This is an optimization exercise on Yosys and OpenROAD, whose aim is small area and a short achievable clock period, not a production implementation.
No functional check of the RTL was part of any run shown here.

==> flow/design.v (outline; a module is shown in full before it is edited, if it fits) <==
// module pressure_count_linearizer: 1782 lines
module pressure_count_linearizer (
    input  logic                  clk,
    input  logic                  rst_n,
    input  logic                  cfg_we,
    input  logic [pcl_pkg::CFG_IDX_W-1:0]  cfg_index,
    input  logic [pcl_pkg::CFG_DATA_W-1:0] cfg_data,
    input  logic                  start,
    output logic                  busy,
    input  logic [pcl_pkg::COUNT_W-1:0]    factory_count,
    input  logic [pcl_pkg::COUNT_W-1:0]    raw_count,
    output logic                  done,
    output logic [pcl_pkg::OUT_W-1:0]      pressure_utorr,
    output logic [pcl_pkg::RANGE_W-1:0]    display_range
);
  // ...
==> flow/flow/run.sh <==
#!/bin/bash
# Standard layout, with one netlist step between synthesis and floorplan:
# polfix.py picks the polarity of each full adder so that fewer inverters are
# needed (a full adder with all inputs inverted gives both outputs inverted).
# Registers, their names and cell types are those of the standard synthesis.
set -e
cd "$(dirname "$0")/.."
bash standard.sh synth > synth.log 2>&1
R=orfs/results/sky130hd/pressure_count_linearizer/base
cp $R/1_2_yosys.v 1_2_yosys.standard.v
python3 flow/polfix.py 1_2_yosys.standard.v $R/1_2_yosys.v > polfix.log 2>&1
touch $R/1_2_yosys.v
bash standard.sh SETUP_SLACK_MARGIN=8.3 finish > layout.log 2>&1
==> flow/flow/polfix.py <==
#!/usr/bin/env python3
"""Remove inverters around full adders in a flat Yosys netlist.

A full adder is self-dual: FA(~a,~b,~c) = (~sum, ~cout). So each full adder
may be used in either polarity, and an inverter is only needed where a
signal reaches a pin in the other polarity. This script removes the
inverters between cells, picks a polarity for every full adder by simulated
annealing to need as few inverters as possible, and puts back one inverter
per net that some pin needs inverted. Registers and other cells are kept as
they are.  usage: polfix.py IN.v OUT.v"""
import re, sys, random, math
from collections import defaultdict

src = open(sys.argv[1]).read()
src = re.sub(r'\(\*.*?\*\)', '', src)
src = re.sub(r'/\*.*?\*/', '', src, flags=re.S)
mod = re.search(r'module\s+(\S+)\s*\((.*?)\);(.*)endmodule', src, re.S)
top, portlist, body = mod.group(1), mod.group(2), mod.group(3)

decls, assigns, order = [], [], []
cells = {}
ports = set()
inst_re = re.compile(r'^(\S+)\s+(\S+)\s*\((.*)\)$', re.S)
for s in (x.strip() for x in body.split(';')):
    if not s:
        continue
    if s.startswith(('input', 'output', 'inout', 'wire', 'reg')):
        decls.append(s)
        if s.startswith(('input', 'output', 'inout')):
            for n in re.sub(r'\[.*?\]', '', s.split(None, 1)[1]).replace(',', ' ').split():
                ports.add(n)
        continue
    if s.startswith('assign'):
        assigns.append(s)
        continue
    m = inst_re.match(s)
    if not m:
        raise SystemExit('polfix: cannot parse: ' + s[:200])
    typ, name, conns = m.groups()
    pins = {}
    for pm in re.finditer(r'\.(\w+)\s*\(\s*(.*?)\s*\)\s*(?:,|$)', conns.strip(), re.S):
        pins[pm.group(1)] = pm.group(2)
    cells[name] = [typ, pins]
    order.append(name)

fixed = set()
for a in assigns:
    for tok in re.findall(r"[\\\w$.]+(?:\s*\[\d+\])?", a):
        fixed.add(tok.replace(' ', ''))
def isfixed(n):
    b = re.sub(r'\s*\[\d+\]$', '', n)
    return n in fixed or n in ports or b in ports or n.startswith("1'")

OUTP = {'X', 'Y', 'SUM', 'COUT', 'Q', 'Q_N', 'HI', 'LO'}
INV = re.compile(r'sky130_fd_sc_hd__(inv|clkinv)_\d+$')
FA = re.compile(r'sky130_fd_sc_hd__fa_\d+$')

drv = {}
for nm, (typ, pins) in cells.items():
    for p, n in pins.items():
        if p in OUTP:
            drv[n] = nm

# inverters whose output is not a port or an assign operand can go
removable = [c for c in order if INV.match(cells[c][0]) and not isfixed(cells[c][1]['Y'])]
def resolve(n):
    par = 0
    seen = 0
    while n in drv and drv[n] in rm_set and seen < 100:
        n = cells[drv[n]][1]['A']
        par ^= 1
        seen += 1
    return n, par
rm_set = set(removable)

# requirements: for every input pin of a kept cell, (net, parity)
req = {}
for nm in order:
    if nm in rm_set:
        continue
    typ, pins = cells[nm]
    for p, n in pins.items():
        if p in OUTP:
            continue
        req[(nm, p)] = resolve(n)
ninv0 = sum(1 for c in order if INV.match(cells[c][0]))

# cells whose output polarity can be swapped for a sibling cell type, with
# the area change in units of an inverter (3.75 um2)
SWAP = {
    'xor2_1': ('xnor2_1', 'X', 'Y', 0.0), 'xnor2_1': ('xor2_1', 'Y', 'X', 0.0),
    'nand2_1': ('and2_1', 'Y', 'X', 0.67), 'and2_1': ('nand2_1', 'X', 'Y', -0.67),
    'nor2_1': ('or2_1', 'Y', 'X', 0.67), 'or2_1': ('nor2_1', 'X', 'Y', -0.67),
    'a22oi_1': ('a22o_1', 'Y', 'X', 0.34), 'a22o_1': ('a22oi_1', 'X', 'Y', -0.34),
    'a21oi_1': ('a21o_1', 'Y', 'X', 0.67), 'a21o_1': ('a21oi_1', 'X', 'Y', -0.67),
    'o21ai_0': ('o21a_1', 'Y', 'X', 0.67), 'o21a_1': ('o21ai_0', 'X', 'Y', -0.67),
    'nand3_1': ('and3_1', 'Y', 'X', 0.34), 'and3_1': ('nand3_1', 'X', 'Y', -0.34),
    'nor3_1': ('or3_1', 'Y', 'X', 0.34), 'or3_1': ('nor3_1', 'X', 'Y', -0.34),
}
def swappable(c):
    t = cells[c][0]
    return t.startswith('sky130_fd_sc_hd__') and t[17:] in SWAP
fas = [c for c in order if FA.match(cells[c][0])]
gs = [c for c in order if c not in rm_set and swappable(c)]
gcost = {}
for c in gs:
    gcost[c] = SWAP[cells[c][0][17:]][3]
isfa = set(fas)
fas = fas + gs
fidx = {c: i for i, c in enumerate(fas)}
# terms: (a, b, p) with a, b FA indices or -1; inverter needed iff p ^ s[a] ^ s[b]
# group loads by (net, parity) since one inverter per net serves all its loads
terms = []
for (nm, p), (n, par) in req.items():
    a = fidx.get(drv.get(n), -1)
    b = fidx.get(nm, -1) if (p in ('A', 'B', 'CIN') and nm in isfa) else -1
    terms.append((a, b, par))
nf = len(fas)
inc = defaultdict(list)
for t, (a, b, p) in enumerate(terms):
    if a >= 0: inc[a].append(t)
    if b >= 0 and b != a: inc[b].append(t)
s = [0] * nf
def tcost(t):
    a, b, p = terms[t]
    return p ^ (s[a] if a >= 0 else 0) ^ (s[b] if b >= 0 else 0)
vcost = [gcost.get(c, 0.0) for c in fas]
def delta(i):
    d = vcost[i] * (1 - 2 * s[i])
    for t in inc[i]:
        d += 1 - 2 * tcost(t)
    return d
cost = sum(tcost(t) for t in range(len(terms))) + sum(vcost[i] * s[i] for i in range(nf))
best = cost; bests = s[:]
random.seed(1)
T = 2.0
iters = 400 * max(nf, 1)
for it in range(iters):
    T = 2.0 * (1 - it / iters) + 0.01
    i = random.randrange(nf) if nf else 0
    if not nf:
        break
    d = delta(i)
    if d <= 0 or random.random() < math.exp(-d / T):
        s[i] ^= 1
        cost += d
        if cost < best:
            best = cost; bests = s[:]
s = bests
# greedy clean-up
improved = True
while improved:
    improved = False
    for i in range(nf):
        if delta(i) < -1e-9:
            s[i] ^= 1; improved = True

# rebuild
for c in removable:
    order.remove(c)
    del cells[c]
flipped = {fas[i] for i in range(nf) if s[i]}
for c in flipped:
    if c in isfa:
        continue
    t = cells[c][0][17:]
    nt, op, np_, _ = SWAP[t]
    pins = cells[c][1]
    pins[np_] = pins.pop(op)
    cells[c][0] = 'sky130_fd_sc_hd__' + nt
invnet = {}
newwires = []
cnt = [0]
def inv_for(n):
    if n not in invnet:
        cnt[0] += 1
        y = f'_pf{cnt[0]}_'
        nm = f'_pfi{cnt[0]}_'
        cells[nm] = ['sky130_fd_sc_hd__inv_1', {'A': n, 'Y': y}]
        order.append(nm)
        newwires.append(y)
        invnet[n] = y
    return invnet[n]
for (nm, p), (n, par) in req.items():
    if nm not in cells:
        continue
    if n in drv and drv[n] in flipped:
        par ^= 1
    if nm in flipped and nm in isfa and p in ('A', 'B', 'CIN'):
        par ^= 1
    cells[nm][1][p] = inv_for(n) if par else n
ninv1 = sum(1 for c in order if INV.match(cells[c][0]))

def esc(n):
    return n + ' ' if n.startswith('\\') else n
out = [f'module {top}({portlist});']
for d in decls:
    out.append(f'  {d} ;')
for w in newwires:
    out.append(f'  wire {w};')
for a in assigns:
    out.append(f'  {a} ;')
for nm in order:
    typ, pins = cells[nm]
    out.append(f'  {typ} {nm} (' + ', '.join(f'.{p}({esc(n)})' for p, n in pins.items()) + ');')
out.append('endmodule')
open(sys.argv[2], 'w').write('\n'.join(out) + '\n')
print(f'polfix: {len(isfa)} full adders, {len(gs)} swappable gates, {len(flipped)} flipped, inverters {ninv0} -> {ninv1}', file=sys.stderr)
==> flow/standard.sh <==
#!/bin/bash
# synth_recipe.tcl (not shown) runs the flow's synth.tcl, then flattens the netlist and writes it again
# the make line also repeats each setting of config.mk as NAME=value (left out here)
make -C /OpenROAD-flow-scripts/flow DESIGN_CONFIG=/design/flow/config.mk WORK_HOME=/design/flow/orfs CLKGATE_MAP_FILE= SYNTH_SCRIPT=/design/flow/synth_recipe.tcl "${@:-finish}"
==> flow/config.mk <==
export PLATFORM = sky130hd
export DESIGN_NAME = pressure_count_linearizer
export DESIGN_NICKNAME = pressure_count_linearizer
export VERILOG_FILES = /design/flow/design.v
export SDC_FILE = /design/flow/constraint.sdc
export NUM_CORES = 4
export LEC_CHECK = 0
export CAP_MARGIN = 20
export CORE_MARGIN = 2
export CORE_UTILIZATION = 60
export CTS_BUF_LIST = sky130_fd_sc_hd__clkbuf_4 sky130_fd_sc_hd__clkbuf_8
export CTS_CLUSTER_SIZE = 50
export SLEW_MARGIN = 20
==> flow/constraint.sdc <==
create_clock -name core_clock -period 12.0 [get_ports {clk}]
set_input_delay 2.4000 -clock core_clock [delete_from_list [all_inputs] [get_ports {clk}]]
set_output_delay 2.4000 -clock core_clock [all_outputs]
set_load 0.01 [all_outputs]
==> results.txt, run 1 <==
In the global route stage, overall resource usage came out at 0.356. The number of buffers created by CTS came out at 50.

The post-synthesis cell count is 2263. The flip-flop count of the largest register, all copies and words added is 43. The multi-input combinational cells in the finished layout cover a total of 16100 um2.

The number of buffers inserted to repair setup after CTS came out at 15. The proportion of layout cells with a drive suffix above 1 came out at 0.113. The flow ran to the end and the layout has no timing, DRC or antenna violations. The signal on the critical path passes through ha_1 -> and4_1 -> nand4_1 -> nand3b_1 -> o22ai_4 -> o221ai_2 -> a211o_1 -> o21a_1 -> fa_2 -> nand2_1 -> nor4_4 -> a31oi_2 -> o311a_1. The via count came out at 18165. The root buffer cell chosen for the clock tree is clkbuf_8.

The maximum buffer depth of the clock tree is 3. The library cell used most frequently in the layout, excluding fill and tap cells, is fa_1. The number of hold-slack violations in the final timing report is 0. The die is 199 um tall. The wire length after detailed routing came out at 70100 um. The number of H-tree levels came out at 2.

The number of clock buffers in the layout is 65. Setup total negative slack on the finished layout was measured at 0 ns. The first global-routing pass estimated 107000 um of wire. The transition time of the tightest slew-check pin is 1.15 ns. The clock transition time at the flip-flop clock pins of the worst setup and hold paths is 0.06 ns. The routing usage on met1 is 0.469. The cell depth of the worst min-delay path is 0.

The largest registers in the layout are s2_ka: 43 flops, s3_a: 40 flops, s3_b: 40 flops. The post-cts resize count is 70. The final number of setup-violating endpoints came out at 0. The critical path depth in cells came out at 13. The clock latency of the later-clocked register in the worst-skew pair is 0.68 ns. After global routing, the most crowded layer is met2. For this run, the number of Yosys warnings is 1. The critical path is of the flop to flop type. The wire length on met2 is 31800 um. In this run the most critical hold path is launched from s3_valid. Ranked by total area, the top cell class in this layout is multi-input combinational cells. Global routing finished with a remaining overflow of 0.

The CTS tree is yes.
==> inputs of run 2 (changes only) <==
--- a/flow/design.v
+++ b/flow/design.v
@@ -1766,25 +1766,31 @@
     logic fa4_G71, fa4_P71;
     assign fa4_G71 = fa4_g36 | (fa4_p36 & fa4_G44);
     assign fa4_P71 = fa4_p36 & fa4_P44;
     logic fa4_G72, fa4_P72;
     assign fa4_G72 = fa4_g38 | (fa4_p38 & fa4_G53);
     assign fa4_P72 = fa4_p38 & fa4_P53;
     assign total = {(fa4_p39 ^ fa4_G72), (fa4_p38 ^ fa4_G53), (fa4_p37 ^ fa4_G71), (fa4_p36 ^ fa4_G44), (fa4_p35 ^ fa4_G70), (fa4_p34 ^ fa4_G52), (fa4_p33 ^ fa4_G69), (fa4_p32 ^ fa4_G38), (fa4_p31 ^ fa4_G68), (fa4_p30 ^ fa4_G51), (fa4_p29 ^ fa4_G67), (fa4_p28 ^ fa4_G43), (fa4_p27 ^ fa4_G66), (fa4_p26 ^ fa4_G50), (fa4_p25 ^ fa4_G65), (fa4_p24 ^ fa4_G39), (fa4_p23 ^ fa4_G64), (fa4_p22 ^ fa4_G49), (fa4_p21 ^ fa4_G63), (fa4_p20 ^ fa4_G42), (fa4_p19 ^ fa4_G62), (fa4_p18 ^ fa4_G48), (fa4_p17 ^ fa4_G61), (fa4_p16 ^ fa4_G36), (fa4_p15 ^ fa4_G60), (fa4_p14 ^ fa4_G47), (fa4_p13 ^ fa4_G59), (fa4_p12 ^ fa4_G41), (fa4_p11 ^ fa4_G58), (fa4_p10 ^ fa4_G46), (fa4_p9 ^ fa4_G57), (fa4_p8 ^ fa4_G31), (fa4_p7 ^ fa4_G56), (fa4_p6 ^ fa4_G45), (fa4_p5 ^ fa4_G55), (fa4_p4 ^ fa4_G21), (fa4_p3 ^ fa4_G54), (fa4_p2 ^ fa4_G1), (fa4_p1 ^ fa4_gc), (fa4_p0 ^ s3_c)};
     assign q = total[50:17];
+    logic [39:0] d_hi, d_mid;
+    logic lt_hi, lt_mid;
+    assign d_hi = s3_a + s3_b + {39'd0, s3_c} + 40'hfe8287bfc0;
+    assign d_mid = s3_a + s3_b + {39'd0, s3_c} + 40'hfffc2f7000;
+    assign lt_hi  = d_hi[39];
+    assign lt_mid = d_mid[39];
     logic        done_r;
     logic [32:0] p_r;
     logic [1:0]  rng_r;
     always_ff @(posedge clk or negedge rst_n) begin
         if (!rst_n) done_r <= 1'b0;
         else        done_r <= s3_valid;
     end
     always_ff @(posedge clk) begin
         p_r <= q[33] ? 33'd0 : q[32:0];
-        if (q > 34'sd100000000)     rng_r <= 2'd0;
-        else if (q >= 34'sd1000000) rng_r <= 2'd1;
-        else                        rng_r <= 2'd2;
+        if (!lt_hi)      rng_r <= 2'd0;
+        else if (!lt_mid) rng_r <= 2'd1;
+        else             rng_r <= 2'd2;
     end
     assign done           = done_r;
     assign pressure_utorr = p_r;
     assign display_range  = rng_r;
 endmodule
==> flow/config.mk (replaced) <==
export PLATFORM = sky130hd
export DESIGN_NAME = pressure_count_linearizer
export DESIGN_NICKNAME = pressure_count_linearizer
export VERILOG_FILES = /design/flow/design.v
export SDC_FILE = /design/flow/constraint.sdc
export NUM_CORES = 4
export LEC_CHECK = 0
export CAP_MARGIN = 20
export CORE_MARGIN = 2
export CORE_UTILIZATION = 60
export SLEW_MARGIN = 20
==> run 2 against run 1 <==
Net effect:
- still clean
- via count up 5.8%
- hold slack worse by 0.0079 ns
- critical endpoint is now rng_r[1]
- highest routed layer unchanged
==> results.txt, run 2 <==
The data required time at the worst endpoint came out at 12.47 ns. The final setup skew is 0.0198 ns. The worst hold path belongs to the class flop to flop. Setup repair after global routing could not meet its margin everywhere.

The worst setup path is of the flop to flop kind. The root buffer cell chosen for the clock tree is clkbuf_16. The total negative setup slack is 0 ns (unchanged).

The number of H-tree levels is 2 (unchanged). The final number of setup-violating endpoints is 0 (unchanged). The area used by multi-input combinational logic is 17000 um2 (+6.2%).

A synthesized cell averages 9.86 um2. The routability-driven placement congestion ratio is 0.980. The via count came out at 19225 (+5.8%).

The antenna diode instance count came out at 0. The average wire per standard cell came out at 24.5 um. The global-route wire length before repair is 112000 um (+4.8%).

The floorplan step defined a core boundary enclosing 38900 um2. Of the available clock period, the critical path in the final layout requires 0.311. The floorplan step set the die width to 203 um. The total count of max-transition violations in the final report was 0. The starting utilization of the core area came out at 0.611. The final cell area excluding filler cells came out at 26600 um2.

Once detailed placement completed, the half-perimeter wirelength came to 53100 um. The flip-flop count of the largest register, all copies and words added is 43 (unchanged). The number of maximum-capacitance constraint violations came out at 0. The number of global-route vias before repair is 19375. The warning count from the yosys run is 1 (unchanged). The number of hold-slack violations in the final timing report is 0 (unchanged). The worst setup path is launched from a flop. The transition time of the tightest slew-check pin was 1.03 ns (-0.125 ns).

The quantity of hold-fixing buffers added after cts came out at 0. Data on the critical path arrives at its endpoint at 4.20 ns. The number of buffer cells added on primary ports came out at 88. The number of remaining DRC errors came out at 0. The count of nets left with antenna violations after detail routing came out at 0. The worst setup path is captured at a flop. The library cell used most frequently in the layout, excluding fill and tap cells, is fa_1. Using the TritonRoute via totals, the vias-per-cell ratio works out to 6.50.

The maximum net fanout on the critical path is 8. The first-iteration detailed-routing DRC count is 2324. The total placed instance area came out at 24900 um2. More flip-flops sit in one register than any other, and that register is s2_ka.

The number of buffers created by CTS came out at 34 (-32%). The count of placed standard cells in the final layout, fillers left out is 2956. The worst hold margin is 0.352 ns.

For this run, the top clock speed supported by timing is 268 MHz. The routed design could run at a clock period as short as 3.73 ns. The total iterations of the first detailed-routing run is 6. The tree built by TritonCTS fans out to 303 sinks.

The proportion of layout cells with a drive suffix above 1 is 0.0976 (-0.0158). The filler cells instantiated in the layout total 2986. The number of nets in the synthesized netlist is 2851.

The initial antenna violation count is 0. During I/O placement, the number of pins put on the boundary was 90. The y dimension of the die was 203 um (+2.1%). The netlist area before placement came out at 23800 um2. The clock transition time at the flip-flop clock pins of the worst setup and hold paths was 0.06 ns (about the same). The floorplan die area came out at 41300 um2. The wire length after detailed routing is 72500 um (+3.5%). The worst slew margin relative to its limit is 0.314. The remaining global-route overflow came out at 0 (unchanged). TritonCTS built the clock tree. Entering global routing, the biggest net connects 74 pins. The number of cells in the design after placement came out at 2865. The number of rows created at floorplan is 72. The maximum buffer depth of the clock tree is 3 (unchanged). The area added between synthesis and finish is 12.0%.

The largest registers in the layout are s2_ka: 43 flops, s3_a: 40 flops, s3_b: 40 flops. The clock latency of the later-clocked register in the worst-skew pair is 0.55 ns (-0.13 ns). Across the whole layout, storage elements account for 6240 um2. The library cells used most frequently in the layout, excluding fill and tap cells, are 293 x fa_1, 258 x dfxtp_1, 188 x a22oi_1.

The number of nets in the finished design came out at 2858. The flow ran to the end and the layout has no timing, DRC or antenna violations. The global-route usage over all layers came out at 0.353 (-0.00365). The post-synthesis cell count is 2413 (+6.6%).
-- run 2: changes by cell type in the layout (fill, tap and decap cells not counted), sizes merged, moves of 12 or more --
cell | before | now
and3 | 8 | 22
nand3 | 37 | 49
xnor2 | 136 | 153
a21o | 13 | 34
inv | 69 | 45
clkbuf | 69 | 49
nor2 | 126 | 160
nand2 | 153 | 183
-- run 2: cell type report --
type | instances | area share
Multi-Input combinational cell | 1883 | 0.640
Inverter | 46 | 0.00676
Clock inverter | 9 | 0.00423
Tap cell | 518 | 0.0243
Sequential cell | 303 | 0.234
Timing Repair Buffer | 152 | 0.0542
Clock buffer | 45 | 0.0365
-- run 2: timing repair --
item	in CTS	in global routing
buffers inserted	18	17
endpoints found under the setup margin	198	92
gates cloned	1	1
pin swaps	6	15
resized for setup	96	66
-- run 2: per-layer routing --
metal | track usage | vias to the layer above | share of wire
met3 | 0.0730 | 256 | 0.099
met5 | 0 | - | 0
li1 | - | 8375 | -
met2 | 0.574 | 1226 | 0.46
met4 | 0.131 | 0 | 0.046
met1 | 0.468 | 9368 | 0.40
-- run 2: through the flow --
stage / setup WS (ns) / util
2_1_floorplan: 8.28 / -
3_3_place_gp: 7.38 / 0.639
3_5_place_dp: 7.32 / 0.639
4_1_cts: 8.27 / 0.676
5_1_grt: 8.18 / 0.685
6_report: 8.27 / 0.685
-- run 2: worst paths after layout --
check | startpoint | end | slack (ns) | depth (start not counted)
max | s3_a[22] | rng_r[1] | 8.27 | 13
min | s2_valid | s3_valid | 0.35 | 0
max reg2reg | s3_a[22] | rng_r[1] | 8.27 | 13
min reg2reg | s2_valid | s3_valid | 0.35 | 0
max in group asynchronous | rst_n | om_r[10] | 9.48 | 2
min in group asynchronous | rst_n | s2_valid | 2.25 | 2
-- run 2: critical path, cell delays in order (launching register included) --
cell and delay (ns):
dfxtp_1 0.30, ha_1 0.49, nand4_1 0.33, nor3_1 0.30
nand2_1 0.10, o211ai_2 0.28, a32oi_2 0.13, and2b_4 0.22
fa_2 0.63, nor3b_1 0.27, nand3_1 0.17, nor4_4 0.22
nand2_1 0.09, mux2i_1 0.12

static timing again, ports no longer ideal:
In the flow no input, the clock included, has a driving cell. The finished layouts below were timed again as built, in two steps. Step 1 sets driving cells, clkbuf_16 on the clock port and buf_2 on the other inputs (assumed; they add their load-dependent delay and slew). Step 2 times the ports against the registers' clock, not the clock port: input delays grow and output delays shrink by t, the midpoint of the rising clock arrivals with the driver on. a / b / c = ideal ports / drivers / drivers and shift; a / b = the first two.
run | t (ns) | setup WS [ns] | worst setup path at the end
run 1 | 0.699 | 8.214 / 8.214 / 7.645 | input to register
run 2 | 0.603 | 8.270 / 8.270 / 7.783 | input to register
After both steps every run listed still meets setup and hold. The setup slack of run 1, which loses most, moves by 0.000 ns with the drivers and by -0.569 ns with both steps.
